From an optimization exercise on the open Yosys and OpenROAD flow, aimed at small area and a short achievable clock period; shortcuts taken in it are not production practice.
Function was checked by simulation only, so behaviour that the tests miss may differ from the original.

<file path="design.v">
`timescale 1ns/1ps
module pipeline_control (
  input  logic general_clk,
  input  logic reset,
  input  logic in_valid,
  output logic out_valid
);
  logic v1, v2;
  always_ff @(posedge general_clk) begin
    if (reset) begin
      v1 <= 1'b0;
      v2 <= 1'b0;
    end else begin
      v1 <= in_valid;
      v2 <= v1;
    end
  end
  assign out_valid = v2;
endmodule
`timescale 1ns/1ps
module probability_stage (
  input  logic        general_clk,
  input  logic        reset,
  input  logic        in_valid,
  input  logic [15:0] fl,
  input  logic [15:0] fh,
  input  logic [3:0]  symbol,
  input  logic [4:0]  nsyms,
  input  logic        bool_mode,
  output logic        p_x,
  output logic        p_en,
  output logic        p_z,
  output logic        p_s,         
  output logic [9:0]  p_m2n,       
  output logic [5:0]  p_k,
  output logic [9:0]  p_nn,       
  output logic [4:0]  p_o2
);
  logic        vin;
  logic [9:0]  fl6, fh6;
  logic        first, sel_a, sel_c, sel_q;
  logic [5:0]  kd;        
  logic [4:0]  kdiff;     
  logic        kpos;
  logic [9:0]  m_p, m_q;
  logic [5:0]  k_next;
  assign vin   = in_valid & ~reset;
  assign fl6   = fl[15:6];
  assign fh6   = fh[15:6];
  assign first = (fl == 16'h8000);
  assign sel_a = vin & bool_mode & symbol[0];
  assign sel_c = vin & ~bool_mode & ~first;
  assign sel_q = vin & ~(bool_mode & symbol[0]);    
  assign kd    = {1'b0, nsyms} - {2'b00, symbol};
  assign kpos  = ~kd[5] & (kd[4:0] != 5'd0);
  assign kdiff = kd[5] ? 5'd0 : kd[4:0];
  assign m_p = sel_a ? fh6 : (sel_c ? fl6 : 10'd512);
  assign m_q = sel_q ? fh6 : 10'd0;
  always_comb begin
    if (sel_a)          k_next = 6'd1;
    else if (sel_c)     k_next = {5'd0, kpos};
    else if (!vin)      k_next = 6'd0;
    else if (bool_mode) k_next = 6'h3f;
    else if (kpos)      k_next = 6'd1 - {1'b0, kdiff};
    else                k_next = 6'd0;
  end
  always_ff @(posedge general_clk) begin
    p_x  <= ~sel_a & ~sel_c;
    p_z  <= ~sel_a & ~sel_c;
    p_en <= sel_q & fh6[0] & ~(sel_c & fl6[0]);
    {p_s, p_m2n} <= ({1'b0, m_p} - {1'b0, m_q}) ^ 11'h3ff;    
    p_k  <= k_next;
    p_nn  <= ~(sel_c ? fl6 : fh6);    
    p_o2 <= sel_c ? kdiff : 5'd1;
  end
endmodule
`timescale 1ns/1ps
module interval_update (
  input  logic        general_clk,
  input  logic        reset,
  input  logic        p_x,
  input  logic        p_en,
  input  logic        p_z,
  input  logic        p_s,         
  input  logic [9:0]  p_m2n,       
  input  logic [5:0]  p_k,
  input  logic [9:0]  p_nn,        
  input  logic [4:0]  p_o2,
  output logic [15:0] range_q,
  output logic [3:0]  d_q,
  output logic [15:0] add_next
);
  logic [7:0]  r8;
  logic [16:0] sum2;
  logic [16:0] sum2n;
  logic [15:0] raw;
  logic [15:0] rn;
  assign r8 = range_q[15:8];
  assign rn = ~range_q;
  wire [7:0] r8n = rn[15:8];
  wire lt_1, lt_2;
  assign lt_1 = (range_q[0] & p_x) ^ (r8[1] & ~p_m2n[0]) ^ (r8[0] & ~p_m2n[1]);
  assign lt_2 = ((range_q[0] & p_x) & (r8[1] & ~p_m2n[0])) | ((range_q[0] & p_x) & (r8[0] & ~p_m2n[1])) | ((r8[1] & ~p_m2n[0]) & (r8[0] & ~p_m2n[1]));
  wire lt_3, lt_4;
  assign lt_3 = (range_q[1] & p_x) ^ (r8[2] & ~p_m2n[0]) ^ (r8[1] & ~p_m2n[1]);
  assign lt_4 = ((range_q[1] & p_x) & (r8[2] & ~p_m2n[0])) | ((range_q[1] & p_x) & (r8[1] & ~p_m2n[1])) | ((r8[2] & ~p_m2n[0]) & (r8[1] & ~p_m2n[1]));
  wire lt_5, lt_6;
  assign lt_5 = (r8[0] & ~p_m2n[2]) ^ lt_2 ^ lt_3;
  assign lt_6 = ((r8[0] & ~p_m2n[2]) & lt_2) | ((r8[0] & ~p_m2n[2]) & lt_3) | (lt_2 & lt_3);
  wire lt_7, lt_8;
  assign lt_7 = p_k[0] ^ (range_q[2] & p_x) ^ (r8[3] & ~p_m2n[0]);
  assign lt_8 = (p_k[0] & (range_q[2] & p_x)) | (p_k[0] & (r8[3] & ~p_m2n[0])) | ((range_q[2] & p_x) & (r8[3] & ~p_m2n[0]));
  wire lt_9, lt_10;
  assign lt_9 = (r8[2] & ~p_m2n[1]) ^ (r8[1] & ~p_m2n[2]) ^ (r8[0] & ~p_m2n[3]);
  assign lt_10 = ((r8[2] & ~p_m2n[1]) & (r8[1] & ~p_m2n[2])) | ((r8[2] & ~p_m2n[1]) & (r8[0] & ~p_m2n[3])) | ((r8[1] & ~p_m2n[2]) & (r8[0] & ~p_m2n[3]));
  wire lt_11, lt_12;
  assign lt_11 = lt_4 ^ lt_7 ^ lt_9;
  assign lt_12 = (lt_4 & lt_7) | (lt_4 & lt_9) | (lt_7 & lt_9);
  wire lt_13, lt_14;
  assign lt_13 = p_k[1] ^ (range_q[3] & p_x) ^ (r8[4] & ~p_m2n[0]);
  assign lt_14 = (p_k[1] & (range_q[3] & p_x)) | (p_k[1] & (r8[4] & ~p_m2n[0])) | ((range_q[3] & p_x) & (r8[4] & ~p_m2n[0]));
  wire lt_15, lt_16;
  assign lt_15 = (r8[3] & ~p_m2n[1]) ^ (r8[2] & ~p_m2n[2]) ^ (r8[1] & ~p_m2n[3]);
  assign lt_16 = ((r8[3] & ~p_m2n[1]) & (r8[2] & ~p_m2n[2])) | ((r8[3] & ~p_m2n[1]) & (r8[1] & ~p_m2n[3])) | ((r8[2] & ~p_m2n[2]) & (r8[1] & ~p_m2n[3]));
  wire lt_17, lt_18;
  assign lt_17 = (r8[0] & ~p_m2n[4]) ^ lt_8 ^ lt_10;
  assign lt_18 = ((r8[0] & ~p_m2n[4]) & lt_8) | ((r8[0] & ~p_m2n[4]) & lt_10) | (lt_8 & lt_10);
  wire lt_19, lt_20;
  assign lt_19 = lt_13 ^ lt_15 ^ lt_12;
  assign lt_20 = (lt_13 & lt_15) | (lt_13 & lt_12) | (lt_15 & lt_12);
  wire lt_21, lt_22;
  assign lt_21 = p_k[2] ^ (range_q[4] & p_x) ^ (r8[5] & ~p_m2n[0]);
  assign lt_22 = (p_k[2] & (range_q[4] & p_x)) | (p_k[2] & (r8[5] & ~p_m2n[0])) | ((range_q[4] & p_x) & (r8[5] & ~p_m2n[0]));
  wire lt_23, lt_24;
  assign lt_23 = (r8[4] & ~p_m2n[1]) ^ (r8[3] & ~p_m2n[2]) ^ (r8[2] & ~p_m2n[3]);
  assign lt_24 = ((r8[4] & ~p_m2n[1]) & (r8[3] & ~p_m2n[2])) | ((r8[4] & ~p_m2n[1]) & (r8[2] & ~p_m2n[3])) | ((r8[3] & ~p_m2n[2]) & (r8[2] & ~p_m2n[3]));
  wire lt_25, lt_26;
  assign lt_25 = (r8[1] & ~p_m2n[4]) ^ (r8[0] & ~p_m2n[5]) ^ lt_14;
  assign lt_26 = ((r8[1] & ~p_m2n[4]) & (r8[0] & ~p_m2n[5])) | ((r8[1] & ~p_m2n[4]) & lt_14) | ((r8[0] & ~p_m2n[5]) & lt_14);
  wire lt_27, lt_28;
  assign lt_27 = lt_16 ^ lt_21 ^ lt_23;
  assign lt_28 = (lt_16 & lt_21) | (lt_16 & lt_23) | (lt_21 & lt_23);
  wire lt_29, lt_30;
  assign lt_29 = lt_18 ^ lt_25 ^ lt_27;
  assign lt_30 = (lt_18 & lt_25) | (lt_18 & lt_27) | (lt_25 & lt_27);
  wire lt_31, lt_32;
  assign lt_31 = p_k[3] ^ (range_q[5] & p_x) ^ (r8[6] & ~p_m2n[0]);
  assign lt_32 = (p_k[3] & (range_q[5] & p_x)) | (p_k[3] & (r8[6] & ~p_m2n[0])) | ((range_q[5] & p_x) & (r8[6] & ~p_m2n[0]));
  wire lt_33, lt_34;
  assign lt_33 = (r8[5] & ~p_m2n[1]) ^ (r8[4] & ~p_m2n[2]) ^ (r8[3] & ~p_m2n[3]);
  assign lt_34 = ((r8[5] & ~p_m2n[1]) & (r8[4] & ~p_m2n[2])) | ((r8[5] & ~p_m2n[1]) & (r8[3] & ~p_m2n[3])) | ((r8[4] & ~p_m2n[2]) & (r8[3] & ~p_m2n[3]));
  wire lt_35, lt_36;
  assign lt_35 = (r8[2] & ~p_m2n[4]) ^ (r8[1] & ~p_m2n[5]) ^ (r8[0] & ~p_m2n[6]);
  assign lt_36 = ((r8[2] & ~p_m2n[4]) & (r8[1] & ~p_m2n[5])) | ((r8[2] & ~p_m2n[4]) & (r8[0] & ~p_m2n[6])) | ((r8[1] & ~p_m2n[5]) & (r8[0] & ~p_m2n[6]));
  wire lt_37, lt_38;
  assign lt_37 = lt_22 ^ lt_24 ^ lt_31;
  assign lt_38 = (lt_22 & lt_24) | (lt_22 & lt_31) | (lt_24 & lt_31);
  wire lt_39, lt_40;
  assign lt_39 = lt_33 ^ lt_35 ^ lt_26;
  assign lt_40 = (lt_33 & lt_35) | (lt_33 & lt_26) | (lt_35 & lt_26);
  wire lt_41, lt_42;
  assign lt_41 = lt_28 ^ lt_37 ^ lt_39;
  assign lt_42 = (lt_28 & lt_37) | (lt_28 & lt_39) | (lt_37 & lt_39);
  wire lt_43, lt_44;
  assign lt_43 = p_k[4] ^ (range_q[6] & p_x) ^ (r8[7] & ~p_m2n[0]);
  assign lt_44 = (p_k[4] & (range_q[6] & p_x)) | (p_k[4] & (r8[7] & ~p_m2n[0])) | ((range_q[6] & p_x) & (r8[7] & ~p_m2n[0]));
  wire lt_45, lt_46;
  assign lt_45 = (r8[6] & ~p_m2n[1]) ^ (r8[5] & ~p_m2n[2]) ^ (r8[4] & ~p_m2n[3]);
  assign lt_46 = ((r8[6] & ~p_m2n[1]) & (r8[5] & ~p_m2n[2])) | ((r8[6] & ~p_m2n[1]) & (r8[4] & ~p_m2n[3])) | ((r8[5] & ~p_m2n[2]) & (r8[4] & ~p_m2n[3]));
  wire lt_47, lt_48;
  assign lt_47 = (r8[3] & ~p_m2n[4]) ^ (r8[2] & ~p_m2n[5]) ^ (r8[1] & ~p_m2n[6]);
  assign lt_48 = ((r8[3] & ~p_m2n[4]) & (r8[2] & ~p_m2n[5])) | ((r8[3] & ~p_m2n[4]) & (r8[1] & ~p_m2n[6])) | ((r8[2] & ~p_m2n[5]) & (r8[1] & ~p_m2n[6]));
  wire lt_49, lt_50;
  assign lt_49 = (r8[0] & ~p_m2n[7]) ^ lt_32 ^ lt_34;
  assign lt_50 = ((r8[0] & ~p_m2n[7]) & lt_32) | ((r8[0] & ~p_m2n[7]) & lt_34) | (lt_32 & lt_34);
  wire lt_51, lt_52;
  assign lt_51 = lt_36 ^ lt_43 ^ lt_45;
  assign lt_52 = (lt_36 & lt_43) | (lt_36 & lt_45) | (lt_43 & lt_45);
  wire lt_53, lt_54;
  assign lt_53 = lt_47 ^ lt_38 ^ lt_49;
  assign lt_54 = (lt_47 & lt_38) | (lt_47 & lt_49) | (lt_38 & lt_49);
  wire lt_55, lt_56;
  assign lt_55 = lt_51 ^ lt_40 ^ lt_53;
  assign lt_56 = (lt_51 & lt_40) | (lt_51 & lt_53) | (lt_40 & lt_53);
  wire lt_57, lt_58;
  assign lt_57 = p_k[5] ^ (range_q[7] & p_x) ^ (r8[7] & ~p_m2n[1]);
  assign lt_58 = (p_k[5] & (range_q[7] & p_x)) | (p_k[5] & (r8[7] & ~p_m2n[1])) | ((range_q[7] & p_x) & (r8[7] & ~p_m2n[1]));
  wire lt_59, lt_60;
  assign lt_59 = (r8[6] & ~p_m2n[2]) ^ (r8[5] & ~p_m2n[3]) ^ (r8[4] & ~p_m2n[4]);
  assign lt_60 = ((r8[6] & ~p_m2n[2]) & (r8[5] & ~p_m2n[3])) | ((r8[6] & ~p_m2n[2]) & (r8[4] & ~p_m2n[4])) | ((r8[5] & ~p_m2n[3]) & (r8[4] & ~p_m2n[4]));
  wire lt_61, lt_62;
  assign lt_61 = (r8[3] & ~p_m2n[5]) ^ (r8[2] & ~p_m2n[6]) ^ (r8[1] & ~p_m2n[7]);
  assign lt_62 = ((r8[3] & ~p_m2n[5]) & (r8[2] & ~p_m2n[6])) | ((r8[3] & ~p_m2n[5]) & (r8[1] & ~p_m2n[7])) | ((r8[2] & ~p_m2n[6]) & (r8[1] & ~p_m2n[7]));
  wire lt_63, lt_64;
  assign lt_63 = (r8[0] & ~p_m2n[8]) ^ lt_44 ^ lt_46;
  assign lt_64 = ((r8[0] & ~p_m2n[8]) & lt_44) | ((r8[0] & ~p_m2n[8]) & lt_46) | (lt_44 & lt_46);
  wire lt_65, lt_66;
  assign lt_65 = lt_48 ^ lt_57 ^ lt_59;
  assign lt_66 = (lt_48 & lt_57) | (lt_48 & lt_59) | (lt_57 & lt_59);
  wire lt_67, lt_68;
  assign lt_67 = lt_61 ^ lt_50 ^ lt_52;
  assign lt_68 = (lt_61 & lt_50) | (lt_61 & lt_52) | (lt_50 & lt_52);
  wire lt_69, lt_70;
  assign lt_69 = lt_63 ^ lt_65 ^ lt_54;
  assign lt_70 = (lt_63 & lt_65) | (lt_63 & lt_54) | (lt_65 & lt_54);
  wire lt_71, lt_72;
  assign lt_71 = lt_67 ^ lt_69 ^ lt_56;
  assign lt_72 = (lt_67 & lt_69) | (lt_67 & lt_56) | (lt_69 & lt_56);
  wire lt_73, lt_74;
  assign lt_73 = p_k[5] ^ (r8[7] & ~p_m2n[2]) ^ (r8[6] & ~p_m2n[3]);
  assign lt_74 = (p_k[5] & (r8[7] & ~p_m2n[2])) | (p_k[5] & (r8[6] & ~p_m2n[3])) | ((r8[7] & ~p_m2n[2]) & (r8[6] & ~p_m2n[3]));
  wire lt_75, lt_76;
  assign lt_75 = (r8[5] & ~p_m2n[4]) ^ (r8[4] & ~p_m2n[5]) ^ (r8[3] & ~p_m2n[6]);
  assign lt_76 = ((r8[5] & ~p_m2n[4]) & (r8[4] & ~p_m2n[5])) | ((r8[5] & ~p_m2n[4]) & (r8[3] & ~p_m2n[6])) | ((r8[4] & ~p_m2n[5]) & (r8[3] & ~p_m2n[6]));
  wire lt_77, lt_78;
  assign lt_77 = (r8[2] & ~p_m2n[7]) ^ (r8[1] & ~p_m2n[8]) ^ (r8[0] & ~p_m2n[9]);
  assign lt_78 = ((r8[2] & ~p_m2n[7]) & (r8[1] & ~p_m2n[8])) | ((r8[2] & ~p_m2n[7]) & (r8[0] & ~p_m2n[9])) | ((r8[1] & ~p_m2n[8]) & (r8[0] & ~p_m2n[9]));
  wire lt_79, lt_80;
  assign lt_79 = lt_58 ^ lt_60 ^ lt_62;
  assign lt_80 = (lt_58 & lt_60) | (lt_58 & lt_62) | (lt_60 & lt_62);
  wire lt_81, lt_82;
  assign lt_81 = lt_73 ^ lt_75 ^ lt_77;
  assign lt_82 = (lt_73 & lt_75) | (lt_73 & lt_77) | (lt_75 & lt_77);
  wire lt_83, lt_84;
  assign lt_83 = lt_64 ^ lt_66 ^ lt_79;
  assign lt_84 = (lt_64 & lt_66) | (lt_64 & lt_79) | (lt_66 & lt_79);
  wire lt_85, lt_86;
  assign lt_85 = lt_81 ^ lt_68 ^ lt_83;
  assign lt_86 = (lt_81 & lt_68) | (lt_81 & lt_83) | (lt_68 & lt_83);
  wire lt_87, lt_88;
  assign lt_87 = lt_70 ^ lt_85 ^ lt_72;
  assign lt_88 = (lt_70 & lt_85) | (lt_70 & lt_72) | (lt_85 & lt_72);
  wire lt_89, lt_90;
  assign lt_89 = p_s ^ p_k[5] ^ (r8[7] & ~p_m2n[3]);
  assign lt_90 = (p_s & p_k[5]) | (p_s & (r8[7] & ~p_m2n[3])) | (p_k[5] & (r8[7] & ~p_m2n[3]));
  wire lt_91, lt_92;
  assign lt_91 = (r8[6] & ~p_m2n[4]) ^ (r8[5] & ~p_m2n[5]) ^ (r8[4] & ~p_m2n[6]);
  assign lt_92 = ((r8[6] & ~p_m2n[4]) & (r8[5] & ~p_m2n[5])) | ((r8[6] & ~p_m2n[4]) & (r8[4] & ~p_m2n[6])) | ((r8[5] & ~p_m2n[5]) & (r8[4] & ~p_m2n[6]));
  wire lt_93, lt_94;
  assign lt_93 = (r8[3] & ~p_m2n[7]) ^ (r8[2] & ~p_m2n[8]) ^ (r8[1] & ~p_m2n[9]);
  assign lt_94 = ((r8[3] & ~p_m2n[7]) & (r8[2] & ~p_m2n[8])) | ((r8[3] & ~p_m2n[7]) & (r8[1] & ~p_m2n[9])) | ((r8[2] & ~p_m2n[8]) & (r8[1] & ~p_m2n[9]));
  wire lt_95, lt_96;
  assign lt_95 = (p_s & r8n[0]) ^ lt_74 ^ lt_76;
  assign lt_96 = ((p_s & r8n[0]) & lt_74) | ((p_s & r8n[0]) & lt_76) | (lt_74 & lt_76);
  wire lt_97, lt_98;
  assign lt_97 = lt_78 ^ lt_89 ^ lt_91;
  assign lt_98 = (lt_78 & lt_89) | (lt_78 & lt_91) | (lt_89 & lt_91);
  wire lt_99, lt_100;
  assign lt_99 = lt_93 ^ lt_80 ^ lt_82;
  assign lt_100 = (lt_93 & lt_80) | (lt_93 & lt_82) | (lt_80 & lt_82);
  wire lt_101, lt_102;
  assign lt_101 = lt_95 ^ lt_97 ^ lt_84;
  assign lt_102 = (lt_95 & lt_97) | (lt_95 & lt_84) | (lt_97 & lt_84);
  wire lt_103, lt_104;
  assign lt_103 = lt_99 ^ lt_101 ^ lt_86;
  assign lt_104 = (lt_99 & lt_101) | (lt_99 & lt_86) | (lt_101 & lt_86);
  wire lt_105, lt_106;
  assign lt_105 = p_k[5] ^ (r8[7] & ~p_m2n[4]) ^ (r8[6] & ~p_m2n[5]);
  assign lt_106 = (p_k[5] & (r8[7] & ~p_m2n[4])) | (p_k[5] & (r8[6] & ~p_m2n[5])) | ((r8[7] & ~p_m2n[4]) & (r8[6] & ~p_m2n[5]));
  wire lt_107, lt_108;
  assign lt_107 = (r8[5] & ~p_m2n[6]) ^ (r8[4] & ~p_m2n[7]) ^ (r8[3] & ~p_m2n[8]);
  assign lt_108 = ((r8[5] & ~p_m2n[6]) & (r8[4] & ~p_m2n[7])) | ((r8[5] & ~p_m2n[6]) & (r8[3] & ~p_m2n[8])) | ((r8[4] & ~p_m2n[7]) & (r8[3] & ~p_m2n[8]));
  wire lt_109, lt_110;
  assign lt_109 = (r8[2] & ~p_m2n[9]) ^ (p_s & r8n[1]) ^ lt_90;
  assign lt_110 = ((r8[2] & ~p_m2n[9]) & (p_s & r8n[1])) | ((r8[2] & ~p_m2n[9]) & lt_90) | ((p_s & r8n[1]) & lt_90);
  wire lt_111, lt_112;
  assign lt_111 = lt_92 ^ lt_94 ^ lt_105;
  assign lt_112 = (lt_92 & lt_94) | (lt_92 & lt_105) | (lt_94 & lt_105);
  wire lt_113, lt_114;
  assign lt_113 = lt_107 ^ lt_96 ^ lt_98;
  assign lt_114 = (lt_107 & lt_96) | (lt_107 & lt_98) | (lt_96 & lt_98);
  wire lt_115, lt_116;
  assign lt_115 = lt_109 ^ lt_111 ^ lt_100;
  assign lt_116 = (lt_109 & lt_111) | (lt_109 & lt_100) | (lt_111 & lt_100);
  wire lt_117, lt_118;
  assign lt_117 = lt_113 ^ lt_102 ^ lt_115;
  assign lt_118 = (lt_113 & lt_102) | (lt_113 & lt_115) | (lt_102 & lt_115);
  wire lt_119, lt_120;
  assign lt_119 = p_k[5] ^ (r8[7] & ~p_m2n[5]) ^ (r8[6] & ~p_m2n[6]);
  assign lt_120 = (p_k[5] & (r8[7] & ~p_m2n[5])) | (p_k[5] & (r8[6] & ~p_m2n[6])) | ((r8[7] & ~p_m2n[5]) & (r8[6] & ~p_m2n[6]));
  wire lt_121, lt_122;
  assign lt_121 = (r8[5] & ~p_m2n[7]) ^ (r8[4] & ~p_m2n[8]) ^ (r8[3] & ~p_m2n[9]);
  assign lt_122 = ((r8[5] & ~p_m2n[7]) & (r8[4] & ~p_m2n[8])) | ((r8[5] & ~p_m2n[7]) & (r8[3] & ~p_m2n[9])) | ((r8[4] & ~p_m2n[8]) & (r8[3] & ~p_m2n[9]));
  wire lt_123, lt_124;
  assign lt_123 = (p_s & r8n[2]) ^ lt_106 ^ lt_108;
  assign lt_124 = ((p_s & r8n[2]) & lt_106) | ((p_s & r8n[2]) & lt_108) | (lt_106 & lt_108);
  wire lt_125, lt_126;
  assign lt_125 = lt_119 ^ lt_121 ^ lt_110;
  assign lt_126 = (lt_119 & lt_121) | (lt_119 & lt_110) | (lt_121 & lt_110);
  wire lt_127, lt_128;
  assign lt_127 = lt_112 ^ lt_123 ^ lt_114;
  assign lt_128 = (lt_112 & lt_123) | (lt_112 & lt_114) | (lt_123 & lt_114);
  wire lt_129, lt_130;
  assign lt_129 = lt_125 ^ lt_116 ^ lt_127;
  assign lt_130 = (lt_125 & lt_116) | (lt_125 & lt_127) | (lt_116 & lt_127);
  wire lt_131, lt_132;
  assign lt_131 = p_k[5] ^ (r8[7] & ~p_m2n[6]) ^ (r8[6] & ~p_m2n[7]);
  assign lt_132 = (p_k[5] & (r8[7] & ~p_m2n[6])) | (p_k[5] & (r8[6] & ~p_m2n[7])) | ((r8[7] & ~p_m2n[6]) & (r8[6] & ~p_m2n[7]));
  wire lt_133, lt_134;
  assign lt_133 = (r8[5] & ~p_m2n[8]) ^ (r8[4] & ~p_m2n[9]) ^ (p_s & r8n[3]);
  assign lt_134 = ((r8[5] & ~p_m2n[8]) & (r8[4] & ~p_m2n[9])) | ((r8[5] & ~p_m2n[8]) & (p_s & r8n[3])) | ((r8[4] & ~p_m2n[9]) & (p_s & r8n[3]));
  wire lt_135, lt_136;
  assign lt_135 = lt_120 ^ lt_122 ^ lt_131;
  assign lt_136 = (lt_120 & lt_122) | (lt_120 & lt_131) | (lt_122 & lt_131);
  wire lt_137, lt_138;
  assign lt_137 = lt_133 ^ lt_124 ^ lt_135;
  assign lt_138 = (lt_133 & lt_124) | (lt_133 & lt_135) | (lt_124 & lt_135);
  wire lt_139, lt_140;
  assign lt_139 = lt_126 ^ lt_137 ^ lt_128;
  assign lt_140 = (lt_126 & lt_137) | (lt_126 & lt_128) | (lt_137 & lt_128);
  wire lt_141, lt_142;
  assign lt_141 = p_k[5] ^ (r8[7] & ~p_m2n[7]) ^ (r8[6] & ~p_m2n[8]);
  assign lt_142 = (p_k[5] & (r8[7] & ~p_m2n[7])) | (p_k[5] & (r8[6] & ~p_m2n[8])) | ((r8[7] & ~p_m2n[7]) & (r8[6] & ~p_m2n[8]));
  wire lt_143, lt_144;
  assign lt_143 = (r8[5] & ~p_m2n[9]) ^ (p_s & r8n[4]) ^ lt_132;
  assign lt_144 = ((r8[5] & ~p_m2n[9]) & (p_s & r8n[4])) | ((r8[5] & ~p_m2n[9]) & lt_132) | ((p_s & r8n[4]) & lt_132);
  wire lt_145, lt_146;
  assign lt_145 = lt_134 ^ lt_141 ^ lt_136;
  assign lt_146 = (lt_134 & lt_141) | (lt_134 & lt_136) | (lt_141 & lt_136);
  wire lt_147, lt_148;
  assign lt_147 = lt_143 ^ lt_138 ^ lt_145;
  assign lt_148 = (lt_143 & lt_138) | (lt_143 & lt_145) | (lt_138 & lt_145);
  wire lt_149, lt_150;
  assign lt_149 = p_k[5] ^ (r8[7] & ~p_m2n[8]) ^ (r8[6] & ~p_m2n[9]);
  assign lt_150 = (p_k[5] & (r8[7] & ~p_m2n[8])) | (p_k[5] & (r8[6] & ~p_m2n[9])) | ((r8[7] & ~p_m2n[8]) & (r8[6] & ~p_m2n[9]));
  wire lt_151, lt_152;
  assign lt_151 = (p_s & r8n[5]) ^ lt_142 ^ lt_149;
  assign lt_152 = ((p_s & r8n[5]) & lt_142) | ((p_s & r8n[5]) & lt_149) | (lt_142 & lt_149);
  wire lt_153, lt_154;
  assign lt_153 = lt_144 ^ lt_151 ^ lt_146;
  assign lt_154 = (lt_144 & lt_151) | (lt_144 & lt_146) | (lt_151 & lt_146);
  wire lt_155, lt_156;
  assign lt_155 = p_k[5] ^ (r8[7] & ~p_m2n[9]) ^ (p_s & r8n[6]);
  assign lt_156 = (p_k[5] & (r8[7] & ~p_m2n[9])) | (p_k[5] & (p_s & r8n[6])) | ((r8[7] & ~p_m2n[9]) & (p_s & r8n[6]));
  wire lt_157, lt_158;
  assign lt_157 = lt_150 ^ lt_155 ^ lt_152;
  assign lt_158 = (lt_150 & lt_155) | (lt_150 & lt_152) | (lt_155 & lt_152);
  wire [16:0] lt_a, lt_b;
  assign lt_a = {lt_154, lt_148, lt_140, lt_130, lt_118, lt_104, lt_88, lt_87, lt_71, lt_42, lt_30, lt_20, lt_17, lt_6, lt_5, (p_en & r8[0]), 1'b0};
  assign lt_b = {lt_157, lt_153, lt_147, lt_139, lt_129, lt_117, lt_103, 1'b0, 1'b0, lt_55, lt_41, lt_29, lt_19, lt_11, 1'b0, lt_1, 1'b0};
  assign sum2 = lt_a + lt_b;
  assign raw  = sum2[16:1];
  wire at_1, at_2;
  assign at_1 = rn[0] ^ (r8[1] & ~p_nn[0]) ^ (r8[0] & ~p_nn[1]);
  assign at_2 = (rn[0] & (r8[1] & ~p_nn[0])) | (rn[0] & (r8[0] & ~p_nn[1])) | ((r8[1] & ~p_nn[0]) & (r8[0] & ~p_nn[1]));
  wire at_3, at_4;
  assign at_3 = rn[1] ^ (r8[2] & ~p_nn[0]) ^ (r8[1] & ~p_nn[1]);
  assign at_4 = (rn[1] & (r8[2] & ~p_nn[0])) | (rn[1] & (r8[1] & ~p_nn[1])) | ((r8[2] & ~p_nn[0]) & (r8[1] & ~p_nn[1]));
  wire at_5, at_6;
  assign at_5 = (r8[0] & ~p_nn[2]) ^ at_2 ^ at_3;
  assign at_6 = ((r8[0] & ~p_nn[2]) & at_2) | ((r8[0] & ~p_nn[2]) & at_3) | (at_2 & at_3);
  wire at_7, at_8;
  assign at_7 = p_o2[0] ^ rn[2] ^ (r8[3] & ~p_nn[0]);
  assign at_8 = (p_o2[0] & rn[2]) | (p_o2[0] & (r8[3] & ~p_nn[0])) | (rn[2] & (r8[3] & ~p_nn[0]));
  wire at_9, at_10;
  assign at_9 = (r8[2] & ~p_nn[1]) ^ (r8[1] & ~p_nn[2]) ^ (r8[0] & ~p_nn[3]);
  assign at_10 = ((r8[2] & ~p_nn[1]) & (r8[1] & ~p_nn[2])) | ((r8[2] & ~p_nn[1]) & (r8[0] & ~p_nn[3])) | ((r8[1] & ~p_nn[2]) & (r8[0] & ~p_nn[3]));
  wire at_11, at_12;
  assign at_11 = at_4 ^ at_7 ^ at_9;
  assign at_12 = (at_4 & at_7) | (at_4 & at_9) | (at_7 & at_9);
  wire at_13, at_14;
  assign at_13 = p_o2[1] ^ rn[3] ^ (r8[4] & ~p_nn[0]);
  assign at_14 = (p_o2[1] & rn[3]) | (p_o2[1] & (r8[4] & ~p_nn[0])) | (rn[3] & (r8[4] & ~p_nn[0]));
  wire at_15, at_16;
  assign at_15 = (r8[3] & ~p_nn[1]) ^ (r8[2] & ~p_nn[2]) ^ (r8[1] & ~p_nn[3]);
  assign at_16 = ((r8[3] & ~p_nn[1]) & (r8[2] & ~p_nn[2])) | ((r8[3] & ~p_nn[1]) & (r8[1] & ~p_nn[3])) | ((r8[2] & ~p_nn[2]) & (r8[1] & ~p_nn[3]));
  wire at_17, at_18;
  assign at_17 = (r8[0] & ~p_nn[4]) ^ at_8 ^ at_10;
  assign at_18 = ((r8[0] & ~p_nn[4]) & at_8) | ((r8[0] & ~p_nn[4]) & at_10) | (at_8 & at_10);
  wire at_19, at_20;
  assign at_19 = at_13 ^ at_15 ^ at_12;
  assign at_20 = (at_13 & at_15) | (at_13 & at_12) | (at_15 & at_12);
  wire at_21, at_22;
  assign at_21 = p_o2[2] ^ rn[4] ^ (r8[5] & ~p_nn[0]);
  assign at_22 = (p_o2[2] & rn[4]) | (p_o2[2] & (r8[5] & ~p_nn[0])) | (rn[4] & (r8[5] & ~p_nn[0]));
  wire at_23, at_24;
  assign at_23 = (r8[4] & ~p_nn[1]) ^ (r8[3] & ~p_nn[2]) ^ (r8[2] & ~p_nn[3]);
  assign at_24 = ((r8[4] & ~p_nn[1]) & (r8[3] & ~p_nn[2])) | ((r8[4] & ~p_nn[1]) & (r8[2] & ~p_nn[3])) | ((r8[3] & ~p_nn[2]) & (r8[2] & ~p_nn[3]));
  wire at_25, at_26;
  assign at_25 = (r8[1] & ~p_nn[4]) ^ (r8[0] & ~p_nn[5]) ^ at_14;
  assign at_26 = ((r8[1] & ~p_nn[4]) & (r8[0] & ~p_nn[5])) | ((r8[1] & ~p_nn[4]) & at_14) | ((r8[0] & ~p_nn[5]) & at_14);
  wire at_27, at_28;
  assign at_27 = at_16 ^ at_21 ^ at_23;
  assign at_28 = (at_16 & at_21) | (at_16 & at_23) | (at_21 & at_23);
  wire at_29, at_30;
  assign at_29 = at_18 ^ at_25 ^ at_27;
  assign at_30 = (at_18 & at_25) | (at_18 & at_27) | (at_25 & at_27);
  wire at_31, at_32;
  assign at_31 = p_o2[3] ^ rn[5] ^ (r8[6] & ~p_nn[0]);
  assign at_32 = (p_o2[3] & rn[5]) | (p_o2[3] & (r8[6] & ~p_nn[0])) | (rn[5] & (r8[6] & ~p_nn[0]));
  wire at_33, at_34;
  assign at_33 = (r8[5] & ~p_nn[1]) ^ (r8[4] & ~p_nn[2]) ^ (r8[3] & ~p_nn[3]);
  assign at_34 = ((r8[5] & ~p_nn[1]) & (r8[4] & ~p_nn[2])) | ((r8[5] & ~p_nn[1]) & (r8[3] & ~p_nn[3])) | ((r8[4] & ~p_nn[2]) & (r8[3] & ~p_nn[3]));
  wire at_35, at_36;
  assign at_35 = (r8[2] & ~p_nn[4]) ^ (r8[1] & ~p_nn[5]) ^ (r8[0] & ~p_nn[6]);
  assign at_36 = ((r8[2] & ~p_nn[4]) & (r8[1] & ~p_nn[5])) | ((r8[2] & ~p_nn[4]) & (r8[0] & ~p_nn[6])) | ((r8[1] & ~p_nn[5]) & (r8[0] & ~p_nn[6]));
  wire at_37, at_38;
  assign at_37 = at_22 ^ at_24 ^ at_31;
  assign at_38 = (at_22 & at_24) | (at_22 & at_31) | (at_24 & at_31);
  wire at_39, at_40;
  assign at_39 = at_33 ^ at_35 ^ at_26;
  assign at_40 = (at_33 & at_35) | (at_33 & at_26) | (at_35 & at_26);
  wire at_41, at_42;
  assign at_41 = at_28 ^ at_37 ^ at_39;
  assign at_42 = (at_28 & at_37) | (at_28 & at_39) | (at_37 & at_39);
  wire at_43, at_44;
  assign at_43 = p_o2[4] ^ rn[6] ^ (r8[7] & ~p_nn[0]);
  assign at_44 = (p_o2[4] & rn[6]) | (p_o2[4] & (r8[7] & ~p_nn[0])) | (rn[6] & (r8[7] & ~p_nn[0]));
  wire at_45, at_46;
  assign at_45 = (r8[6] & ~p_nn[1]) ^ (r8[5] & ~p_nn[2]) ^ (r8[4] & ~p_nn[3]);
  assign at_46 = ((r8[6] & ~p_nn[1]) & (r8[5] & ~p_nn[2])) | ((r8[6] & ~p_nn[1]) & (r8[4] & ~p_nn[3])) | ((r8[5] & ~p_nn[2]) & (r8[4] & ~p_nn[3]));
  wire at_47, at_48;
  assign at_47 = (r8[3] & ~p_nn[4]) ^ (r8[2] & ~p_nn[5]) ^ (r8[1] & ~p_nn[6]);
  assign at_48 = ((r8[3] & ~p_nn[4]) & (r8[2] & ~p_nn[5])) | ((r8[3] & ~p_nn[4]) & (r8[1] & ~p_nn[6])) | ((r8[2] & ~p_nn[5]) & (r8[1] & ~p_nn[6]));
  wire at_49, at_50;
  assign at_49 = (r8[0] & ~p_nn[7]) ^ at_32 ^ at_34;
  assign at_50 = ((r8[0] & ~p_nn[7]) & at_32) | ((r8[0] & ~p_nn[7]) & at_34) | (at_32 & at_34);
  wire at_51, at_52;
  assign at_51 = at_36 ^ at_43 ^ at_45;
  assign at_52 = (at_36 & at_43) | (at_36 & at_45) | (at_43 & at_45);
  wire at_53, at_54;
  assign at_53 = at_47 ^ at_38 ^ at_49;
  assign at_54 = (at_47 & at_38) | (at_47 & at_49) | (at_38 & at_49);
  wire at_55, at_56;
  assign at_55 = at_51 ^ at_40 ^ at_53;
  assign at_56 = (at_51 & at_40) | (at_51 & at_53) | (at_40 & at_53);
  wire at_57, at_58;
  assign at_57 = rn[7] ^ (r8[7] & ~p_nn[1]) ^ (r8[6] & ~p_nn[2]);
  assign at_58 = (rn[7] & (r8[7] & ~p_nn[1])) | (rn[7] & (r8[6] & ~p_nn[2])) | ((r8[7] & ~p_nn[1]) & (r8[6] & ~p_nn[2]));
  wire at_59, at_60;
  assign at_59 = (r8[5] & ~p_nn[3]) ^ (r8[4] & ~p_nn[4]) ^ (r8[3] & ~p_nn[5]);
  assign at_60 = ((r8[5] & ~p_nn[3]) & (r8[4] & ~p_nn[4])) | ((r8[5] & ~p_nn[3]) & (r8[3] & ~p_nn[5])) | ((r8[4] & ~p_nn[4]) & (r8[3] & ~p_nn[5]));
  wire at_61, at_62;
  assign at_61 = (r8[2] & ~p_nn[6]) ^ (r8[1] & ~p_nn[7]) ^ (r8[0] & ~p_nn[8]);
  assign at_62 = ((r8[2] & ~p_nn[6]) & (r8[1] & ~p_nn[7])) | ((r8[2] & ~p_nn[6]) & (r8[0] & ~p_nn[8])) | ((r8[1] & ~p_nn[7]) & (r8[0] & ~p_nn[8]));
  wire at_63, at_64;
  assign at_63 = at_44 ^ at_46 ^ at_48;
  assign at_64 = (at_44 & at_46) | (at_44 & at_48) | (at_46 & at_48);
  wire at_65, at_66;
  assign at_65 = at_57 ^ at_59 ^ at_61;
  assign at_66 = (at_57 & at_59) | (at_57 & at_61) | (at_59 & at_61);
  wire at_67, at_68;
  assign at_67 = at_50 ^ at_52 ^ at_63;
  assign at_68 = (at_50 & at_52) | (at_50 & at_63) | (at_52 & at_63);
  wire at_69, at_70;
  assign at_69 = at_65 ^ at_54 ^ at_67;
  assign at_70 = (at_65 & at_54) | (at_65 & at_67) | (at_54 & at_67);
  wire at_71, at_72;
  assign at_71 = rn[8] ^ (r8[7] & ~p_nn[2]) ^ (r8[6] & ~p_nn[3]);
  assign at_72 = (rn[8] & (r8[7] & ~p_nn[2])) | (rn[8] & (r8[6] & ~p_nn[3])) | ((r8[7] & ~p_nn[2]) & (r8[6] & ~p_nn[3]));
  wire at_73, at_74;
  assign at_73 = (r8[5] & ~p_nn[4]) ^ (r8[4] & ~p_nn[5]) ^ (r8[3] & ~p_nn[6]);
  assign at_74 = ((r8[5] & ~p_nn[4]) & (r8[4] & ~p_nn[5])) | ((r8[5] & ~p_nn[4]) & (r8[3] & ~p_nn[6])) | ((r8[4] & ~p_nn[5]) & (r8[3] & ~p_nn[6]));
  wire at_75, at_76;
  assign at_75 = (r8[2] & ~p_nn[7]) ^ (r8[1] & ~p_nn[8]) ^ (r8[0] & ~p_nn[9]);
  assign at_76 = ((r8[2] & ~p_nn[7]) & (r8[1] & ~p_nn[8])) | ((r8[2] & ~p_nn[7]) & (r8[0] & ~p_nn[9])) | ((r8[1] & ~p_nn[8]) & (r8[0] & ~p_nn[9]));
  wire at_77, at_78;
  assign at_77 = at_58 ^ at_60 ^ at_62;
  assign at_78 = (at_58 & at_60) | (at_58 & at_62) | (at_60 & at_62);
  wire at_79, at_80;
  assign at_79 = at_71 ^ at_73 ^ at_75;
  assign at_80 = (at_71 & at_73) | (at_71 & at_75) | (at_73 & at_75);
  wire at_81, at_82;
  assign at_81 = at_64 ^ at_66 ^ at_77;
  assign at_82 = (at_64 & at_66) | (at_64 & at_77) | (at_66 & at_77);
  wire at_83, at_84;
  assign at_83 = at_79 ^ at_68 ^ at_81;
  assign at_84 = (at_79 & at_68) | (at_79 & at_81) | (at_68 & at_81);
  wire at_85, at_86;
  assign at_85 = rn[9] ^ (r8[7] & ~p_nn[3]) ^ (r8[6] & ~p_nn[4]);
  assign at_86 = (rn[9] & (r8[7] & ~p_nn[3])) | (rn[9] & (r8[6] & ~p_nn[4])) | ((r8[7] & ~p_nn[3]) & (r8[6] & ~p_nn[4]));
  wire at_87, at_88;
  assign at_87 = (r8[5] & ~p_nn[5]) ^ (r8[4] & ~p_nn[6]) ^ (r8[3] & ~p_nn[7]);
  assign at_88 = ((r8[5] & ~p_nn[5]) & (r8[4] & ~p_nn[6])) | ((r8[5] & ~p_nn[5]) & (r8[3] & ~p_nn[7])) | ((r8[4] & ~p_nn[6]) & (r8[3] & ~p_nn[7]));
  wire at_89, at_90;
  assign at_89 = (r8[2] & ~p_nn[8]) ^ (r8[1] & ~p_nn[9]) ^ at_72;
  assign at_90 = ((r8[2] & ~p_nn[8]) & (r8[1] & ~p_nn[9])) | ((r8[2] & ~p_nn[8]) & at_72) | ((r8[1] & ~p_nn[9]) & at_72);
  wire at_91, at_92;
  assign at_91 = at_74 ^ at_76 ^ at_85;
  assign at_92 = (at_74 & at_76) | (at_74 & at_85) | (at_76 & at_85);
  wire at_93, at_94;
  assign at_93 = at_87 ^ at_78 ^ at_80;
  assign at_94 = (at_87 & at_78) | (at_87 & at_80) | (at_78 & at_80);
  wire at_95, at_96;
  assign at_95 = at_89 ^ at_91 ^ at_82;
  assign at_96 = (at_89 & at_91) | (at_89 & at_82) | (at_91 & at_82);
  wire at_97, at_98;
  assign at_97 = at_93 ^ at_95 ^ at_84;
  assign at_98 = (at_93 & at_95) | (at_93 & at_84) | (at_95 & at_84);
  wire at_99, at_100;
  assign at_99 = rn[10] ^ (r8[7] & ~p_nn[4]) ^ (r8[6] & ~p_nn[5]);
  assign at_100 = (rn[10] & (r8[7] & ~p_nn[4])) | (rn[10] & (r8[6] & ~p_nn[5])) | ((r8[7] & ~p_nn[4]) & (r8[6] & ~p_nn[5]));
  wire at_101, at_102;
  assign at_101 = (r8[5] & ~p_nn[6]) ^ (r8[4] & ~p_nn[7]) ^ (r8[3] & ~p_nn[8]);
  assign at_102 = ((r8[5] & ~p_nn[6]) & (r8[4] & ~p_nn[7])) | ((r8[5] & ~p_nn[6]) & (r8[3] & ~p_nn[8])) | ((r8[4] & ~p_nn[7]) & (r8[3] & ~p_nn[8]));
  wire at_103, at_104;
  assign at_103 = (r8[2] & ~p_nn[9]) ^ at_86 ^ at_88;
  assign at_104 = ((r8[2] & ~p_nn[9]) & at_86) | ((r8[2] & ~p_nn[9]) & at_88) | (at_86 & at_88);
  wire at_105, at_106;
  assign at_105 = at_99 ^ at_101 ^ at_90;
  assign at_106 = (at_99 & at_101) | (at_99 & at_90) | (at_101 & at_90);
  wire at_107, at_108;
  assign at_107 = at_92 ^ at_103 ^ at_94;
  assign at_108 = (at_92 & at_103) | (at_92 & at_94) | (at_103 & at_94);
  wire at_109, at_110;
  assign at_109 = at_105 ^ at_96 ^ at_107;
  assign at_110 = (at_105 & at_96) | (at_105 & at_107) | (at_96 & at_107);
  wire at_111, at_112;
  assign at_111 = rn[11] ^ (r8[7] & ~p_nn[5]) ^ (r8[6] & ~p_nn[6]);
  assign at_112 = (rn[11] & (r8[7] & ~p_nn[5])) | (rn[11] & (r8[6] & ~p_nn[6])) | ((r8[7] & ~p_nn[5]) & (r8[6] & ~p_nn[6]));
  wire at_113, at_114;
  assign at_113 = (r8[5] & ~p_nn[7]) ^ (r8[4] & ~p_nn[8]) ^ (r8[3] & ~p_nn[9]);
  assign at_114 = ((r8[5] & ~p_nn[7]) & (r8[4] & ~p_nn[8])) | ((r8[5] & ~p_nn[7]) & (r8[3] & ~p_nn[9])) | ((r8[4] & ~p_nn[8]) & (r8[3] & ~p_nn[9]));
  wire at_115, at_116;
  assign at_115 = at_100 ^ at_102 ^ at_111;
  assign at_116 = (at_100 & at_102) | (at_100 & at_111) | (at_102 & at_111);
  wire at_117, at_118;
  assign at_117 = at_113 ^ at_104 ^ at_115;
  assign at_118 = (at_113 & at_104) | (at_113 & at_115) | (at_104 & at_115);
  wire at_119, at_120;
  assign at_119 = at_106 ^ at_117 ^ at_108;
  assign at_120 = (at_106 & at_117) | (at_106 & at_108) | (at_117 & at_108);
  wire at_121, at_122;
  assign at_121 = rn[12] ^ (r8[7] & ~p_nn[6]) ^ (r8[6] & ~p_nn[7]);
  assign at_122 = (rn[12] & (r8[7] & ~p_nn[6])) | (rn[12] & (r8[6] & ~p_nn[7])) | ((r8[7] & ~p_nn[6]) & (r8[6] & ~p_nn[7]));
  wire at_123, at_124;
  assign at_123 = (r8[5] & ~p_nn[8]) ^ (r8[4] & ~p_nn[9]) ^ at_112;
  assign at_124 = ((r8[5] & ~p_nn[8]) & (r8[4] & ~p_nn[9])) | ((r8[5] & ~p_nn[8]) & at_112) | ((r8[4] & ~p_nn[9]) & at_112);
  wire at_125, at_126;
  assign at_125 = at_114 ^ at_121 ^ at_116;
  assign at_126 = (at_114 & at_121) | (at_114 & at_116) | (at_121 & at_116);
  wire at_127, at_128;
  assign at_127 = at_123 ^ at_118 ^ at_125;
  assign at_128 = (at_123 & at_118) | (at_123 & at_125) | (at_118 & at_125);
  wire at_129, at_130;
  assign at_129 = rn[13] ^ (r8[7] & ~p_nn[7]) ^ (r8[6] & ~p_nn[8]);
  assign at_130 = (rn[13] & (r8[7] & ~p_nn[7])) | (rn[13] & (r8[6] & ~p_nn[8])) | ((r8[7] & ~p_nn[7]) & (r8[6] & ~p_nn[8]));
  wire at_131, at_132;
  assign at_131 = (r8[5] & ~p_nn[9]) ^ at_122 ^ at_129;
  assign at_132 = ((r8[5] & ~p_nn[9]) & at_122) | ((r8[5] & ~p_nn[9]) & at_129) | (at_122 & at_129);
  wire at_133, at_134;
  assign at_133 = at_124 ^ at_131 ^ at_126;
  assign at_134 = (at_124 & at_131) | (at_124 & at_126) | (at_131 & at_126);
  wire at_135, at_136;
  assign at_135 = rn[14] ^ (r8[7] & ~p_nn[8]) ^ (r8[6] & ~p_nn[9]);
  assign at_136 = (rn[14] & (r8[7] & ~p_nn[8])) | (rn[14] & (r8[6] & ~p_nn[9])) | ((r8[7] & ~p_nn[8]) & (r8[6] & ~p_nn[9]));
  wire at_137, at_138;
  assign at_137 = at_130 ^ at_135 ^ at_132;
  assign at_138 = (at_130 & at_135) | (at_130 & at_132) | (at_135 & at_132);
  wire at_139, at_140;
  assign at_139 = rn[15] ^ (r8[7] & ~p_nn[9]) ^ at_136;
  assign at_140 = (rn[15] & (r8[7] & ~p_nn[9])) | (rn[15] & at_136) | ((r8[7] & ~p_nn[9]) & at_136);
  wire [16:0] at_a, at_b;
  assign at_a = {at_138, at_134, at_128, at_120, at_110, at_98, at_97, at_70, at_56, at_42, at_30, at_20, at_17, at_6, at_5, at_1, 1'b0};
  assign at_b = {at_139, at_137, at_133, at_127, at_119, at_109, 1'b0, at_83, at_69, at_55, at_41, at_29, at_19, at_11, 1'b0, 1'b0, 1'b0};
  assign sum2n    = at_a + at_b;
  assign add_next = ~(sum2n[16:1] | {16{p_z}});
  logic        z8, z4, z2, z1, raw_zero;
  logic [15:0] t1, t2, t3, range_next;
  logic [3:0]  d_next;
  assign z8 = ~|raw[15:8];
  assign t1 = z8 ? {raw[7:0], 8'd0} : raw;
  assign z4 = ~|t1[15:12];
  assign t2 = z4 ? {t1[11:0], 4'd0} : t1;
  assign z2 = ~|t2[15:14];
  assign t3 = z2 ? {t2[13:0], 2'd0} : t2;
  assign z1 = ~t3[15];
  assign range_next = z1 ? {t3[14:0], 1'b0} : t3;
  assign raw_zero = ~|raw;
  assign d_next = (raw_zero | reset) ? 4'd0 : {z8, z4, z2, z1};
  always_ff @(posedge general_clk) begin
    if (reset) range_q <= 16'd32768;
    else       range_q <= range_next;
    d_q <= d_next;
  end
endmodule
`timescale 1ns/1ps
module renormalizer (
  input  logic        general_clk,
  input  logic        reset,
  input  logic [15:0] add_next,
  input  logic [3:0]  d_q,
  output logic [23:0] low_out,
  output logic [4:0]  cnt_out,
  output logic [1:0]  bit_flag,
  output logic [15:0] out_bit_1,
  output logic [15:0] out_bit_2
);
  logic [23:0] sum_q;
  logic [3:0]  cq;
  logic [4:0]  e_sum;        
  logic        emit1, emit2;
  logic [2:0]  f_sum;        
  logic [23:0] low_shl;
  logic [23:0] low_next;
  logic [23:0] sum_next;
  logic [3:0]  cq_next;
  logic [7:0]  keep_hi;
  logic [24:0] win_src;
  logic [23:0] win;
  assign e_sum = {1'b0, cq} + {1'b0, d_q};
  assign emit1 = e_sum >= 5'd9;
  assign emit2 = e_sum >= 5'd17;
  assign f_sum = e_sum[2:0] - 3'd1;    
  always_comb begin
    case (f_sum)
      3'd0: keep_hi = 8'h00;
      3'd1: keep_hi = 8'h01;
      3'd2: keep_hi = 8'h03;
      3'd3: keep_hi = 8'h07;
      3'd4: keep_hi = 8'h0f;
      3'd5: keep_hi = 8'h1f;
      3'd6: keep_hi = 8'h3f;
      default: keep_hi = 8'h7f;
    endcase
    if (!emit1) keep_hi = 8'hff;
  end
  assign low_shl  = sum_q << d_q;
  assign low_next = low_shl & {keep_hi, 16'hffff};
  assign cq_next  = emit1 ? {1'b0, f_sum} + 4'd1 : e_sum[3:0];
  assign sum_next = low_next + {8'd0, add_next};
  assign win_src = {sum_q, 1'b0};
  assign win     = 24'(win_src >> cq);
  always_ff @(posedge general_clk) begin
    if (reset) begin
      sum_q <= '0;
      cq    <= '0;
    end else begin
      sum_q <= sum_next;
      cq    <= cq_next;
    end
  end
  assign low_out   = low_next;
  assign cnt_out   = {1'b0, cq_next} - 5'd9;
  assign bit_flag  = {emit2, emit1 & ~emit2};
  assign out_bit_1 = win[23:8];
  assign out_bit_2 = {8'd0, win[7:0]};
endmodule
`timescale 1ns/1ps
module arith_encoder #(
  parameter int SYMBOL_WIDTH = 4
) (
  input  logic                    general_clk,
  input  logic                    reset,
  input  logic                    in_valid,
  input  logic [15:0]             fl,
  input  logic [15:0]             fh,
  input  logic [SYMBOL_WIDTH-1:0] symbol,
  input  logic [SYMBOL_WIDTH:0]   nsyms,
  input  logic                    bool_mode,
  output logic                    out_valid,
  output logic [15:0]             range_out,
  output logic [23:0]             low_out,
  output logic [4:0]              cnt_out,
  output logic [1:0]              bit_flag,
  output logic [15:0]             out_bit_1,
  output logic [15:0]             out_bit_2
);
  logic        p_x, p_en, p_z;
  logic        p_s;
  logic [9:0]  p_m2n;
  logic [5:0]  p_k;
  logic [9:0]  p_nn;
  logic [4:0]  p_o2;
  logic [15:0] add_next;
  logic [3:0]  d_q;
  pipeline_control u_control (
    .general_clk (general_clk),
    .reset       (reset),
    .in_valid    (in_valid),
    .out_valid   (out_valid)
  );
  probability_stage u_stage_1 (
    .general_clk (general_clk),
    .reset       (reset),
    .in_valid    (in_valid),
    .fl          (fl),
    .fh          (fh),
    .symbol      (symbol),
    .nsyms       (nsyms),
    .bool_mode   (bool_mode),
    .p_x         (p_x),
    .p_en        (p_en),
    .p_z         (p_z),
    .p_s         (p_s),
    .p_m2n       (p_m2n),
    .p_k         (p_k),
    .p_nn         (p_nn),
    .p_o2        (p_o2)
  );
  interval_update u_stage_2 (
    .general_clk (general_clk),
    .reset       (reset),
    .p_x         (p_x),
    .p_en        (p_en),
    .p_z         (p_z),
    .p_s         (p_s),
    .p_m2n       (p_m2n),
    .p_k         (p_k),
    .p_nn         (p_nn),
    .p_o2        (p_o2),
    .range_q     (range_out),
    .d_q         (d_q),
    .add_next    (add_next)
  );
  renormalizer u_stage_3 (
    .general_clk (general_clk),
    .reset       (reset),
    .add_next    (add_next),
    .d_q         (d_q),
    .low_out     (low_out),
    .cnt_out     (cnt_out),
    .bit_flag    (bit_flag),
    .out_bit_1   (out_bit_1),
    .out_bit_2   (out_bit_2)
  );
endmodule
</file>
<file path="standard.sh">
#!/bin/bash
# synth_recipe.tcl (not shown) runs the flow's synth.tcl, then flattens the netlist and writes it again
# the make line also repeats each setting of config.mk as NAME=value (left out here)
make -C /OpenROAD-flow-scripts/flow DESIGN_CONFIG=/design/flow/config.mk WORK_HOME=/design/flow/orfs CLKGATE_MAP_FILE= SYNTH_SCRIPT=/design/flow/synth_recipe.tcl "${@:-finish}"
</file>
<file path="flow/run.sh">
#!/bin/bash
# The standard layout with three changes: synthesis skips the quick ABC pass
# inside Yosys's synth (the final ABC mapping still runs), adders use Yosys's
# Sklansky carry network instead of Kogge-Stone, and the ports get the
# smallest buffer instead of the delay buffer that buffer_ports picks by
# default. All output goes to run_standard.log in this folder; ORFS keeps its
# own logs under orfs/logs.
set -euo pipefail
export SYNTH_ARGS="-noabc"
export SYNTH_OPERATIONS_ARGS="-extra-map +/choices/sklansky.v"
export BUFFER_PORTS_ARGS="-buffer_cell sky130_fd_sc_hd__buf_1"
bash standard.sh > run_standard.log 2>&1
</file>
<file path="constraint.sdc">
create_clock -name core_clock -period 9.0 [get_ports {general_clk}]
set_input_delay 1.8000 -clock core_clock [delete_from_list [all_inputs] [get_ports {general_clk}]]
set_output_delay 1.8000 -clock core_clock [all_outputs]
set_load 0.01 [all_outputs]
</file>
<file path="config.mk">
export PLATFORM = sky130hd
export DESIGN_NAME = arith_encoder
export DESIGN_NICKNAME = arith_encoder
export VERILOG_FILES = /design/flow/design.v
export SDC_FILE = /design/flow/constraint.sdc
export NUM_CORES = 4
export LEC_CHECK = 0
export ABC_AREA = 1
export CAP_MARGIN = 20
export CORE_MARGIN = 2
export CORE_UTILIZATION = 40
export CTS_BUF_LIST = sky130_fd_sc_hd__clkbuf_8
export SETUP_SLACK_MARGIN = 3.1
export SLEW_MARGIN = 20
</file>
==> results of run 1 <==
==> routing by layer <==
layer | vias up | GRT usage (%) | part of all wire, %
met3 | 35 | 2.749 | 4.3
met4 | 0 | 5.406 | 1.8
met1 | 5032 | 27.70 | 46
li1 | 5268 | - | -
met5 | - | 0 | 0
met2 | 248 | 34.73 | 47
==> per-stage QoR <==
step / hold WS (ns) / cells / utilization (%)
floorplan: 0.3883 / 1671 / -
global placement: 0.4476 / 2084 / 42.12
detailed placement: 0.4441 / 2084 / 42.12
CTS: 0.4435 / 2109 / 43.51
global route: 0.4738 / 2131 / 45.06
finish: 0.4495 / 2131 / 45.06
==> repair_timing <==
| action | in CTS | in global routing |
|---|---|---|
| pin swaps | 2 | 32 |
| endpoints found under the setup margin | 34 | 31 |
| cloned | 1 | 0 |
| gates resized for setup | 39 | 76 |
| hold endpoints to repair | 0 | 0 |
| buffers inserted | 8 | 22 |
==> layout make-up <==
type	instances	area, um2	share of cell area [%]
clock buffers	10	137.6	1.033
clock inverters	6	75.07	0.5636
inverters	232	959.7	7.205
multi-input cells	1265	9223	69.24
flip-flops and latches	84	1720	12.92
well taps	390	488.0	3.664
repair buffers	144	715.7	5.373
==> worst min path at each step <==
stage                            startpoint                      end  slack [ns]  depth (start not counted)
global route        u_control.v1$_SDFF_PP0_  u_control.v2$_SDFF_PP0_        0.47                          2
finish              u_control.v1$_SDFF_PP0_  u_control.v2$_SDFF_PP0_        0.45                          2
global placement    u_control.v1$_SDFF_PP0_  u_control.v2$_SDFF_PP0_        0.45                          2
detailed placement  u_control.v1$_SDFF_PP0_  u_control.v2$_SDFF_PP0_        0.44                          2
CTS                 u_control.v1$_SDFF_PP0_  u_control.v2$_SDFF_PP0_        0.44                          2
floorplan           u_control.v1$_SDFF_PP0_  u_control.v2$_SDFF_PP0_        0.39                          2
==> cell families after synthesis <==
group	share of synthesized area (%)
compound gates	10.96
xor+xnor	1.681
fa+ha+maj	34.92
buf+inv	11.39
flops	14.03
mux	1.504
other cells	0.03130
simple gates	25.48
==> layout by cell type (no fill, tap or decap), drive strengths merged, types with 4 or more instances in the layout <==
cell    synthesis  final
nand2         410    410
nor2          253    254
inv           223    228
fa            164    164
o21ai         163    163
buf            54    144
dfxtp          84     84
ha             72     72
nand3          44     44
a21oi          41     41
mux2i          18     18
xor2           17     17
clkbuf         37     10
o211ai          9      9
or2             9      9
conb            1      8
nor3            8      8
a31oi           6      6
xnor2           6      6
clkinv          9      6
a21o            5      5
nor4            5      5
a211oi          4      4
==> flip-flops by register name, summed over array words and instances, names as in the netlist <==
signal             cells
u_control.v1           1
u_stage_1.p_nn        10
u_stage_2.range_q     16
u_control.v2           1
u_stage_2.d_q          4
u_stage_3.cq           4
u_stage_1.p_x          1
u_stage_1.p_k          6
u_stage_1.p_en         1
u_stage_3.sum_q       24
u_stage_1.p_m2n       10
u_stage_1.p_o2         5
u_stage_1.p_s          1
==> worst max-delay path: cells and delay by family, from the launching register on <==
kind            cells  cell delay (ns)
flops               1             0.44
buf+inv             6             0.76
simple gates       17             1.54
fa+ha+maj           7             2.69
compound gates      1             0.20
==> results.txt, run 1 <==
outcome finished clean; worst setup path endpoint u_stage_2.range_q[9]$_SDFF_PP0_; Post-CTS Hold Fix Bufs 0; leading area contributor after synthesis sky130_fd_sc_hd__fa_1; ratio of routed vias to standard cells approximately 5.0; post-route worst setup slack ~3.3 ns; height of the die about 180 um; max-cap violation count 0; worst setup path class reg -> reg; number of distinct library cells after synthesis 52; setup repair after global routing missed its margin yes; fill cell count about 3k; via count of the first global-routing pass between 10k and 15k; number of instances in the synthesized netlist 1664; final number of setup-violating endpoints 0; Required @ worst endpoint between 9 and 10 ns; overall routed net length around 32000 um; fraction of the yosys area taken by sequential cells 14.03%; source of the critical timing path u_stage_2.range_q[14]$_SDFF_PP0_; site row count between 60 and 70; Relative slew margins ~45%; final clock skew 0.02033 ns; quantity of I/O buffers inserted on ports 110; Avg WL per Cell between 10 and 15 um; number of max-slew violations in the final report 0; synth-to-layout area growth 11.15%; proportion of layout cells with a drive suffix above 1 10.28%; Critical Path End Type flop; number of CTS-inserted buffers 9; clock sink count 84; wire length of the first global-routing pass roughly 50000 um; initial antenna violation count 0; number of nets in the finished design 2017; maximum number of pins on one net before global-route repair 45; proportion of synthesized flip-flops having asynchronous set or reset 0%; yosys warns 4; pre-CTS worst setup slack approximately 2.0 ns; r2r worst-path depth 31; category of the worst setup path launch point flop; final number of hold-violating endpoints 0; average footprint of a synthesized cell approximately 7.2 um2; source-to-sink clock delay at the later pin of the worst-skew pair between 0.3 and 0.4 ns; cell at the root of the clock tree sky130_fd_sc_hd__clkbuf_8; clock-pin slew on the worst setup and hold paths approximately 0.11 ns; cell area after placement 12450 um2; flops & latches, synth between 80 and 90; Pre-Repair DR Iteration Count 6; hpwl dp around 26000 um; arrival time of the worst setup path around 6 ns; netlist area before placement 11980 um2; initial drt markers 546; I/O pin total about 130; total negative slack 0 ns; H-Tree Depth 3; count of nets left with antenna violations after detail routing 0; cell with the largest stage delay on the worst path sky130_fd_sc_hd__fa_1; Max Clock Freq between 150 and 200 MHz; most used standard cell by instance count after synthesis sky130_fd_sc_hd__nand2_1; deepest clock path buffer count 2; horizontal die dimension ~180 um; most used flip-flop cell after synthesis sky130_fd_sc_hd__dfxtp_1; R2R Path End u_stage_2.range_q[9]$_SDFF_PP0_; most used cell along the critical path sky130_fd_sc_hd__nand2_1; diode insertion count for antenna repair 0; cell types with the highest counts after synthesis sky130_fd_sc_hd__nand2_1 (390), sky130_fd_sc_hd__nor2_1 (246), sky130_fd_sc_hd__inv_1 (215); final period demand of the worst path approximately 5.7 ns; Worst R2R Setup Slack between 3 and 4 ns; total number of vias 10.58k; Die ar. approximately 31000 um2; placer congestion estimate around 0.90; number of synthesized flops with an enable pin 0; total routing resource utilization after global routing between 20 and 25%; top post-synthesis cells by area sky130_fd_sc_hd__fa_1 (27%), sky130_fd_sc_hd__dfxtp_1 (14%), sky130_fd_sc_hd__nand2_1 (12%); worst hold-check path type reg -> reg; cell area after layout roughly 13000 um2; final global-route overflow total 0; critical path fanouts, max 9; core area around 30000 um2; Worst path max stage delay about 0.48 ns; DRC violations left 0; final worst-path cycle share between 60% and 70%; CTS tree done; slew at the pin closest to its max-slew limit just over 0.8 ns; start of the worst register-to-register path u_stage_2.range_q[14]$_SDFF_PP0_; starting density of the core approximately two fifths; share of the synthesized area in the top cell type a little over a quarter
==> inputs of run 2 (changes only) <==
--- a/config.mk
+++ b/config.mk
@@ -10,5 +10,5 @@
 export CORE_MARGIN = 2
 export CORE_UTILIZATION = 40
 export CTS_BUF_LIST = sky130_fd_sc_hd__clkbuf_8
-export SETUP_SLACK_MARGIN = 3.1
+export SETUP_SLACK_MARGIN = 2.8
 export SLEW_MARGIN = 20
==> results.txt, run 2 <==
diode insertion count for antenna repair 0 (unchanged); number of stages on the worst hold path 2 (unchanged); cell with the largest stage delay on the worst path sky130_fd_sc_hd__fa_1 (unchanged); horizontal die dimension 177.1 um (unchanged); arrival time of the worst setup path 6.18 ns (was 6.05 ns); ratio of routed vias to standard cells 4.998 (was 4.966); proportion of layout cells with a drive suffix above 1 6.461% (was 10.28%); most used flip-flop cell after synthesis sky130_fd_sc_hd__dfxtp_1 (unchanged); Worst R2R Setup Slack 3.13 ns (was 3.27 ns); Relative slew margins 44.77% (was 44.80%); largest registers u_stage_3.sum_q (24), u_stage_2.range_q (16) (unchanged); number of synthesized flops with an enable pin 0 (unchanged); final number of hold-violating endpoints 0 (unchanged); kind of cell adding the most delay to the critical path adder cells (unchanged); setup repair after global routing missed its margin yes (unchanged); number of distinct library cells after synthesis 52 (unchanged); final number of setup-violating endpoints 0 (unchanged); overall routed net length 31200 um (was 31930 um); DRC violations left 0 (unchanged); share of the synthesized area in the top cell type 27.40% (unchanged); worst min-delay path endpoint u_control.v2$_SDFF_PP0_ (unchanged); cell area after placement 12450 um2 (unchanged); Avg WL per Cell 14.80 um (was 14.98 um); flip-flop count of the largest register after layout 24 (unchanged); flops & latches, synth 84 (unchanged); start of the worst register-to-register path u_stage_2.range_q[12]$_SDFF_PP0_ (was u_stage_2.range_q[14]$_SDFF_PP0_); CTS tree done (unchanged); core area 29560 um2 (unchanged); outcome finished clean (unchanged); r2r worst-path depth 31 (unchanged); category of the worst setup path launch point flop (unchanged); via count of the first global-routing pass 9974 (was 10.06k); final core occ 43.71% (was 45.06%); total number of vias 10.54k (was 10.58k); cell area after layout 12920 um2 (was 13320 um2); largest register by flop count u_stage_3.sum_q (unchanged); top library cells by usage in the layout, fill and taps aside sky130_fd_sc_hd__nand2_1 (389), sky130_fd_sc_hd__nor2_1 (244), sky130_fd_sc_hd__inv_1 (214), sky130_fd_sc_hd__fa_1 (163), sky130_fd_sc_hd__o21ai_0 (150) (was sky130_fd_sc_hd__nand2_1 (379), sky130_fd_sc_hd__nor2_1 (238), sky130_fd_sc_hd__inv_1 (212), sky130_fd_sc_hd__o21ai_0 (149), sky130_fd_sc_hd__fa_1 (148)); cell at the root of the clock tree sky130_fd_sc_hd__clkbuf_8 (unchanged); final global-route overflow total 0 (unchanged); initial drt markers 643 (was 546); Pre-Repair DR Iteration Count 5 (was 6); commonest non-fill, non-tap cell in the layout sky130_fd_sc_hd__nand2_1 (unchanged)
## run 2: changes by cell type in the layout (fill, tap and decap cells not counted), moves of 4 or more
cell / previous run / this run
sky130_fd_sc_hd__buf_6: 4 / 0
sky130_fd_sc_hd__buf_4: 27 / 9
sky130_fd_sc_hd__nand2_1: 379 / 389
sky130_fd_sc_hd__nor2_2: 8 / 3
sky130_fd_sc_hd__dfxtp_1: 69 / 75
sky130_fd_sc_hd__nand2_2: 21 / 13
sky130_fd_sc_hd__fa_1: 148 / 163
sky130_fd_sc_hd__fa_2: 16 / 1
sky130_fd_sc_hd__clkinv_8: 5 / 1
sky130_fd_sc_hd__nor2_1: 238 / 244
sky130_fd_sc_hd__dfxtp_2: 7 / 1
## run 2: metrics by stage
stage	hold WS (ns)	setup WS [ns]
2_1_floorplan	0.3883	3.235
3_3_place_gp	0.4476	2.095
6_report	0.4472	3.130
3_5_place_dp	0.4441	2.014
4_1_cts	0.4438	2.767
5_1_grt	0.4733	2.755
## run 2: cell type report
type,count,area (um2),share of cell area (%)
Clock buffer,10,137.6,1.065
Timing Repair Buffer,121,520.5,4.028
Inverter,232,929.6,7.195
Sequential cell,84,1713,13.26
Clock inverter,6,75.07,0.5810
Multi-Input combinational cell,1265,9057,70.10
Tap cell,390,488.0,3.777
## run 2: tightest hold or removal path: cells and delay by family, from the launching register on
family | cells | cell delay (ns)
flops | 1 | 0.34
buf+inv | 1 | 0.05
simple gates | 1 | 0.03
## run 2: how the worst max path moves through the flow
| stage | from | endpoint | slack (ns) | cells past startpoint |
|---|---|---|---|---|
| 2_1_floorplan | u_stage_2.range_q[11]$_SDFF_PP0_ | u_stage_2.range_q[12]$_SDFF_PP0_ | 3.24 | 30 |
| 3_3_place_gp | u_stage_2.range_q[12]$_SDFF_PP0_ | u_stage_3.sum_q[21]$_SDFF_PP0_ | 2.09 | 27 |
| 3_5_place_dp | u_stage_2.range_q[13]$_SDFF_PP0_ | u_stage_3.sum_q[17]$_SDFF_PP0_ | 2.01 | 26 |
| 4_1_cts | u_stage_2.range_q[10]$_SDFF_PP0_ | u_stage_3.sum_q[17]$_SDFF_PP0_ | 2.77 | 23 |
| 5_1_grt | u_stage_2.range_q[12]$_SDFF_PP0_ | u_stage_2.range_q[13]$_SDFF_PP0_ | 2.76 | 31 |
| 6_report | u_stage_2.range_q[12]$_SDFF_PP0_ | u_stage_2.range_q[13]$_SDFF_PP0_ | 3.13 | 31 |
## run 2: timing repair
action,in CTS,in global routing
setup endpoints to repair,31,25
pin swaps,0,7
gates cloned,0,1
buffers inserted,2,5
gates resized for setup,20,34
## run 2: routing by layer
layer | GRT usage, % | part of all wire [%] | vias up
met1 | 28.01 | 47 | 5001
met3 | 2.384 | 4.4 | 32
met2 | 33.88 | 47 | 281
met5 | 0 | 0 | -
met4 | 4.924 | 1.8 | 0
li1 | - | - | 5222
## run 2: cell families (layout without fill, tap and decap cells)
kind of cell | after synthesis | after routing | share of synthesized area [%]
xor+xnor | 23 | 23 | 1.681
other cells | 1 | 8 | 0.03130
buf+inv | 323 | 369 | 11.39
compound gates | 240 | 240 | 10.96
flops | 84 | 84 | 14.03
fa+ha+maj | 236 | 236 | 34.92
mux | 18 | 18 | 1.504
simple gates | 739 | 740 | 25.48

static timing again, ports no longer ideal:
The results above use ideal ports. As a check the final layouts listed here were re-extracted and re-timed, cells and wires unchanged. Step 1, drivers: a clkbuf_16 drives general_clk and a buf_2 each remaining input, both assumed. Step 2 adds t to the input delays and takes it off the output delays; t is the mean of the earliest and latest rising clock arrival at the registers after step 1. Input paths then give back, and output paths get back, about the clock's delay inside the block. a / b / c = ideal ports / drivers / drivers and shift; a / b = the first two.
run | shift t [ns] | slack for setup (ns) | latest minus earliest clock arrival (ns) | worst data-port slew with drivers (ns)
run 1 | 0.422 | 3.272 / 3.272 / 3.061 | 0.020 / 0.021 | 0.04
run 2 | 0.425 | 3.130 / 3.130 / 2.847 | 0.023 / 0.023 | 0.04
After both steps setup and hold are still met in every run listed. The setup slack of run 2, which loses most, moves by 0.000 ns with the drivers and by -0.283 ns with both steps.
